From an optimization exercise on the open Yosys and OpenROAD flow, aimed at small area, a short achievable clock period and few clock cycles per item; shortcuts taken in it are not production practice.
The RTL was checked by simulation tests, not by an equivalence proof against the original design.

==> v35: inputs <==
==> flow/design.v (excerpt) <==
module triangle_setup_top (
    input  logic        clk,
    input  logic        rstn,
    input  logic [31:0] i_v0_x,
    input  logic [31:0] i_v0_y,
    input  logic [31:0] i_v1_x,
    input  logic [31:0] i_v1_y,
    input  logic [31:0] i_v2_x,
    input  logic [31:0] i_v2_y,
    input  logic        i_dv,
    input  logic        i_ready,
    output logic        o_ready,
    output logic [31:0] o_bb_tl_x,
    output logic [31:0] o_bb_tl_y,
    output logic [31:0] o_bb_br_x,
    output logic [31:0] o_bb_br_y,
    output logic [31:0] o_edge_val0,
    output logic [31:0] o_edge_val1,
    output logic [31:0] o_edge_val2,
    output logic [31:0] o_edge_delta0_x,
    output logic [31:0] o_edge_delta0_y,
    output logic [31:0] o_edge_delta1_x,
    output logic [31:0] o_edge_delta1_y,
    output logic [31:0] o_edge_delta2_x,
    output logic [31:0] o_edge_delta2_y,
    output logic [31:0] o_area,
    output logic        o_dv,
    output logic        o_culled
);
export LEC_CHECK = 0
export CAP_MARGIN = 20
export CORE_MARGIN = 2
export CORE_UTILIZATION = 30
export CTS_BUF_LIST = sky130_fd_sc_hd__clkbuf_8
export PLACE_DENSITY = 0.5
export SLEW_MARGIN = 20
create_clock -name core_clock -period 15.0 [get_ports {clk}]
standard.sh (not shown) runs the stock make flow with config.mk's settings and CLKGATE_MAP_FILE= SYNTH_SCRIPT=/design/flow/synth_recipe.tcl, a recipe that flattens the netlist after the stock synthesis.
==> flow/flow/run.sh <==
#!/bin/bash
# The standard layout (standard synthesis unchanged), with the timing repair
# after placement, clock tree and global routing aiming for 9 ns of setup slack
# at the design's clock period.
set -euo pipefail
bash standard.sh SETUP_SLACK_MARGIN=9 finish > standard_make.log 2>&1
==> v20 (differences from v35) <==
--- a/flow/design.v
+++ b/flow/design.v
@@ -70,24 +70,28 @@
 endmodule
 module bbox_clamp (
     input  logic [31:0] i_v0_x,
     input  logic [31:0] i_v0_y,
     input  logic [31:0] i_v1_x,
     input  logic [31:0] i_v1_y,
     input  logic [31:0] i_v2_x,
     input  logic [31:0] i_v2_y,
+    input  logic [31:0] i_d20_x,    
+    input  logic [31:0] i_d20_y,
     input  logic [2:0]  i_lt_x,
     input  logic [2:0]  i_lt_y,
     input  logic [2:0]  i_hi_x,
     input  logic [2:0]  i_hi_y,
     output logic [31:0] o_tl_x,
     output logic [31:0] o_tl_y,
     output logic [31:0] o_br_x,
-    output logic [31:0] o_br_y
+    output logic [31:0] o_br_y,
+    output logic [31:0] o_p0_x,     
+    output logic [31:0] o_p0_y
 );
     localparam logic [31:0] MAX_X = 32'd640 << 16;
     localparam logic [31:0] MAX_Y = 32'd360 << 16;
     function automatic logic [1:0] argmin3(input logic [2:0] lt);
         if (lt[0]) argmin3 = lt[1] ? 2'd0 : 2'd2;
         else       argmin3 = lt[2] ? 2'd1 : 2'd2;
     endfunction
     function automatic logic [1:0] argmax3(input logic [2:0] lt);
@@ -116,16 +120,22 @@
         o_tl_x = clampk(pick3(i_v0_x, i_v1_x, i_v2_x, mn_x),
                         pickb({i_v2_x[31], i_v1_x[31], i_v0_x[31]}, mn_x), pickb(i_hi_x, mn_x), MAX_X);
         o_tl_y = clampk(pick3(i_v0_y, i_v1_y, i_v2_y, mn_y),
                         pickb({i_v2_y[31], i_v1_y[31], i_v0_y[31]}, mn_y), pickb(i_hi_y, mn_y), MAX_Y);
         o_br_x = clampk(pick3(i_v0_x, i_v1_x, i_v2_x, mx_x),
                         pickb({i_v2_x[31], i_v1_x[31], i_v0_x[31]}, mx_x), pickb(i_hi_x, mx_x), MAX_X);
         o_br_y = clampk(pick3(i_v0_y, i_v1_y, i_v2_y, mx_y),
                         pickb({i_v2_y[31], i_v1_y[31], i_v0_y[31]}, mx_y), pickb(i_hi_y, mx_y), MAX_Y);
+        if (pickb({i_v2_x[31], i_v1_x[31], i_v0_x[31]}, mn_x)) o_p0_x = 32'd0 - i_v0_x;
+        else if (pickb(i_hi_x, mn_x))                          o_p0_x = MAX_X - i_v0_x;
+        else                                                   o_p0_x = pick3(32'd0, i_v1_x - i_v0_x, i_d20_x, mn_x);
+        if (pickb({i_v2_y[31], i_v1_y[31], i_v0_y[31]}, mn_y)) o_p0_y = 32'd0 - i_v0_y;
+        else if (pickb(i_hi_y, mn_y))                          o_p0_y = MAX_Y - i_v0_y;
+        else                                                   o_p0_y = pick3(32'd0, i_v1_y - i_v0_y, i_d20_y, mn_y);
     end
 endmodule
 `timescale 1ns/1ps
 module edge_function_unit (
     input  logic [31:0] i_pdx,
     input  logic [31:0] i_pdy,
     input  logic [15:0] i_one0,    
     input  logic [15:0] i_two0,
@@ -2549,65 +2559,61 @@
         .i_v2_x  (i_v2_x),
         .i_v2_y  (i_v2_y),
         .o_lt_x  (nx_lt_x),
         .o_lt_y  (nx_lt_y),
         .o_hi_x  (nx_hi_x),
         .o_hi_y  (nx_hi_y),
         .o_valid (nx_valid)
     );
-    logic [31:0] bb_tl_x, bb_tl_y, bb_br_x, bb_br_y;
+    logic [31:0] bb_tl_x, bb_tl_y, bb_br_x, bb_br_y, bb_p0_x, bb_p0_y;
     bbox_clamp bbox (
         .i_v0_x  (in_x0),
         .i_v0_y  (in_y0),
         .i_v1_x  (in_x1),
         .i_v1_y  (in_y1),
         .i_v2_x  (in_x2),
         .i_v2_y  (in_y2),
+        .i_d20_x (op_pdx),       
+        .i_d20_y (op_pdy),
         .i_lt_x  (in_lt_x),
         .i_lt_y  (in_lt_y),
         .i_hi_x  (in_hi_x),
         .i_hi_y  (in_hi_y),
         .o_tl_x  (bb_tl_x),
         .o_tl_y  (bb_tl_y),
         .o_br_x  (bb_br_x),
-        .o_br_y  (bb_br_y)
+        .o_br_y  (bb_br_y),
+        .o_p0_x  (bb_p0_x),
+        .o_p0_y  (bb_p0_y)
     );
     logic in_wide;
     assign in_wide = (in_x0[31] ^ in_x0[30]) | (in_y0[31] ^ in_y0[30]) |
                      (in_x1[31] ^ in_x1[30]) | (in_y1[31] ^ in_y1[30]) |
                      (in_x2[31] ^ in_x2[30]) | (in_y2[31] ^ in_y2[30]);
-    logic [31:0] a_edx, a_edy, a_pdx, a_pdy;
-    assign a_edx = in_x1 - in_x0;
-    assign a_edy = in_y1 - in_y0;
-    assign a_pdx = in_x2 - in_x0;
-    assign a_pdy = in_y2 - in_y0;
-    logic [31:0] e_ax, e_ay, e_bx, e_by, e_px, e_py, e_edx, e_edy, e_pdx, e_pdy;
+    logic [31:0] d_edx, d_edy, d_pdx, d_pdy;
+    logic [15:0] d_one0, d_two0, d_neg0, d_one1, d_two1, d_neg1;
     always_comb begin
-        if (s1_a) begin
-            e_ax = in_x0;  e_ay = in_y0;  e_bx = in_x1;  e_by = in_y1;
-            e_px = bb_tl_x;  e_py = bb_tl_y;
+        if (nx_a) begin
+            d_edx = in_x1 - in_x0;
+            d_edy = in_y1 - in_y0;
+            d_pdx = in_x2 - in_x0;
+            d_pdy = in_y2 - in_y0;
         end else if (s1_e0) begin
-            e_ax = c_x1;  e_ay = c_y1;  e_bx = c_x2;  e_by = c_y2;
-            e_px = {6'd0, tle_x};  e_py = {7'd0, tle_y};
+            d_edx = c_x2 - c_x1;
+            d_edy = c_y2 - c_y1;
+            d_pdx = {6'd0, tle_x} - c_x1;
+            d_pdy = {7'd0, tle_y} - c_y1;
         end else begin
-            e_ax = c_x2;  e_ay = c_y2;  e_bx = c_x0;  e_by = c_y0;
-            e_px = {6'd0, tle_x};  e_py = {7'd0, tle_y};
+            d_edx = c_x0 - c_x2;
+            d_edy = c_y0 - c_y2;
+            d_pdx = {6'd0, tle_x} - c_x2;
+            d_pdy = {7'd0, tle_y} - c_y2;
         end
     end
-    assign e_edx = e_bx - e_ax;
-    assign e_edy = e_by - e_ay;
-    assign e_pdx = e_px - e_ax;
-    assign e_pdy = e_py - e_ay;
-    logic [31:0] d_edx, d_edy, d_pdx, d_pdy;
-    logic [15:0] d_one0, d_two0, d_neg0, d_one1, d_two1, d_neg1;
-    assign d_edx = nx_a ? a_edx : e_edx;
-    assign d_edy = nx_a ? a_edy : e_edy;
-    assign d_pdx = nx_a ? a_pdx : e_pdx;
-    assign d_pdy = nx_a ? a_pdy : e_pdy;
     booth_enc benc0 (.i_y(d_edy), .i_flip(1'b0), .o_one(d_one0), .o_two(d_two0), .o_neg(d_neg0));
     booth_enc benc1 (.i_y(d_edx), .i_flip(1'b1), .o_one(d_one1), .o_two(d_two1), .o_neg(d_neg1));
     logic [59:0] acc_x, acc_y, acc_z, acc_s, acc_c, acc_nx, acc_cy;
     assign acc_x   = (acc & {60{acc_sub}}) | (ACC_AREA & {60{acc_a}});
     assign acc_y   = sa;
     assign acc_z   = sb;
     assign acc_s   = acc_x ^ acc_y ^ acc_z;
     assign acc_c   = {(acc_x[58:0] & acc_y[58:0]) | (acc_x[58:0] & acc_z[58:0]) |
@@ -2616,28 +2622,23 @@
         .i_a   (acc_s),
         .i_b   (acc_c),
         .i_cin (acc_sub),
         .o_sum (acc_nx),
         .o_cy  (acc_cy)
     );
     logic done;
     assign done = (s2_e1 && !c_wide) || s2_e2;
-    logic [31:0] sx_a, sx_b, sy_a, sy_b, stx, sty;
-    always_comb begin
-        if (s2_a) begin
-            sx_a = c_y0;  sx_b = c_y1;  sy_a = c_x1;  sy_b = c_x0;
-        end else if (s2_e0) begin
-            sx_a = c_y1;  sx_b = c_y2;  sy_a = c_x2;  sy_b = c_x1;
-        end else begin
-            sx_a = c_y2;  sx_b = c_y0;  sy_a = c_x0;  sy_b = c_x2;
-        end
-    end
-    edge_step u_stx (.i_a(sx_a), .i_b(sx_b), .o_step(stx));
-    edge_step u_sty (.i_a(sy_a), .i_b(sy_b), .o_step(sty));
+    logic [31:0] st0x, st0y, st1x, st1y, st2x, st2y;
+    edge_step u_st0x (.i_a(c_y0), .i_b(c_y1), .o_step(st0x));
+    edge_step u_st0y (.i_a(c_x1), .i_b(c_x0), .o_step(st0y));
+    edge_step u_st1x (.i_a(c_y1), .i_b(c_y2), .o_step(st1x));
+    edge_step u_st1y (.i_a(c_x2), .i_b(c_x1), .o_step(st1y));
+    edge_step u_st2x (.i_a(c_y2), .i_b(c_y0), .o_step(st2x));
+    edge_step u_st2y (.i_a(c_x0), .i_b(c_x2), .o_step(st2y));
     always_ff @(posedge clk) begin
         if (ready_r) begin
             in_x0   <= i_v0_x;
             in_y0   <= i_v0_y;
             in_x1   <= i_v1_x;
             in_y1   <= i_v1_y;
             in_x2   <= i_v2_x;
             in_y2   <= i_v2_y;
@@ -2654,18 +2655,18 @@
                 op_pdy  <= d_pdy;
                 op_one0 <= d_one0;
                 op_two0 <= d_two0;
                 op_neg0 <= d_neg0;
                 op_one1 <= d_one1;
                 op_two1 <= d_two1;
                 op_neg1 <= d_neg1;
             end else begin
-                op_pdx  <= d_pdx;
-                op_pdy  <= d_pdy;
+                op_pdx  <= bb_p0_x;
+                op_pdy  <= bb_p0_y;
             end
             acc <= acc_nx;
             if (s1_a && s1_valid) begin
                 c_x0   <= in_x0;
                 c_y0   <= in_y0;
                 c_x1   <= in_x1;
                 c_y1   <= in_y1;
                 c_x2   <= in_x2;
@@ -2676,26 +2677,22 @@
                 bre_x  <= bb_br_x[25:0];
                 bre_y  <= bb_br_y[24:0];
             end
             if (s2_a && s2_valid) begin
                 tl_x <= tle_x;
                 tl_y <= tle_y;
                 br_x <= bre_x;
                 br_y <= bre_y;
-                od0x <= stx[19:0];
-                od0y <= sty[19:0];
-            end
-            if (s2_e0) begin
-                od1x <= stx[19:0];
-                od1y <= sty[19:0];
-            end
-            if (s2_e1) begin
-                od2x <= stx[19:0];
-                od2y <= sty[19:0];
+                od0x <= st0x[19:0];
+                od0y <= st0y[19:0];
+                od1x <= st1x[19:0];
+                od1y <= st1y[19:0];
+                od2x <= st2x[19:0];
+                od2y <= st2y[19:0];
             end
             if (s2_a)  area_h <= r_val[59:28];
             if (s2_e0) e0_h   <= r_val[59:28];
             if (s2_e1) e1_h   <= r_val[59:28];
         end
     end
     logic       in_v_nx, pend_nx, s1_a_nx, s1_valid_nx;
     logic [1:0] tok_nx;
==> flow/flow/run.sh (replaced) <==
#!/bin/bash
# The standard layout (standard synthesis unchanged), with the timing repair
# after placement, clock tree and global routing aiming for 10 ns of setup slack
# at the design's clock period.
set -euo pipefail
bash standard.sh SETUP_SLACK_MARGIN=10 finish > standard_make.log 2>&1
==> flow/config.mk (replaced) <==
export PLATFORM = sky130hd
export DESIGN_NAME = triangle_setup_top
export DESIGN_NICKNAME = triangle_setup_top
export VERILOG_FILES = /design/flow/design.v
export SDC_FILE = /design/flow/constraint.sdc
export NUM_CORES = 4
export LEC_CHECK = 0
export CAP_MARGIN = 20
export CELL_PAD_IN_SITES_DETAIL_PLACEMENT = 1
export CELL_PAD_IN_SITES_GLOBAL_PLACEMENT = 2
export CORE_MARGIN = 2
export CORE_UTILIZATION = 30
export PLACE_DENSITY = 0.5
export SLEW_MARGIN = 20
==> comparison <==
- v35 completed with no timing, DRC or antenna violations. v20 completed without violations.
- In v35 the sequential share of layout area is higher than in v20, by 2.5 points.
- In v20 the fmax is higher than in v35, by about 4%.
- Between v35 and v20, the lower register-to-register slack is in v35 (gap 220 ps).
- Between v20 and v35, the lower synthesized cell count is in v35 (gap 6.9%, measured against v35).
==> figures <==
Tap cell instance count: v20 5497; v35 5242
Placed Area: v20 0.138 mm^2; v35 0.131 mm^2
Die height: v20 652 um; v35 635 um
Status: v20 no timing/DRC/antenna violations; v35 no timing/DRC/antenna violations
Worst endpoint required time: v20 15600 ps; v35 15980 ps
WP buf/inv: v20 7; v35 2
Wire length on met3: v20 41.3 mm; v35 52.4 mm
Maximum clock frequency: v20 0.174 GHz; v35 0.167 GHz
Fraction of synthesized cell area in xor and xnor cells: v20 12.4%; v35 11.8%
Worst clock skew: v20 73.5 ps; v35 166 ps
Endpoint, Worst Hold: v20 br_y[8]; v35 br_x[11]
Testbench counts of v35, summed over its fixed seeds: cycles 7,435, items 3,200.
Testbench counts of v20, summed over its fixed seeds: cycles 7,435, items 3,200.

## what the ideal ports hide
The flow's constraints put no driver on any port. The routed layouts listed below were extracted and timed again, unchanged, in two steps. Step 1, drivers: a clkbuf_16 drives clk and a buf_2 each remaining input, both assumed. Step 2 times the ports against the registers' clock, not the clock port: input delays grow and output delays shrink by t, the midpoint of the rising clock arrivals with the driver on. a / b / c = ideal ports / drivers / drivers and shift; a / b = the first two.
run	shift t [ns]	setup slack, ns	worst setup path at the end	latest minus earliest clock arrival (ns)	cell pins on the clock port's net
v35	1.118	9.021 / 9.027 / 7.977	input to register	0.178 / 0.178	1
v20	0.988	9.248 / 9.248 / 8.897	input to register	0.077 / 0.077	1
After both steps every run listed still meets setup and hold. The setup slack of v35, which loses most, moves by +0.006 ns with the drivers and by -1.044 ns with both steps.
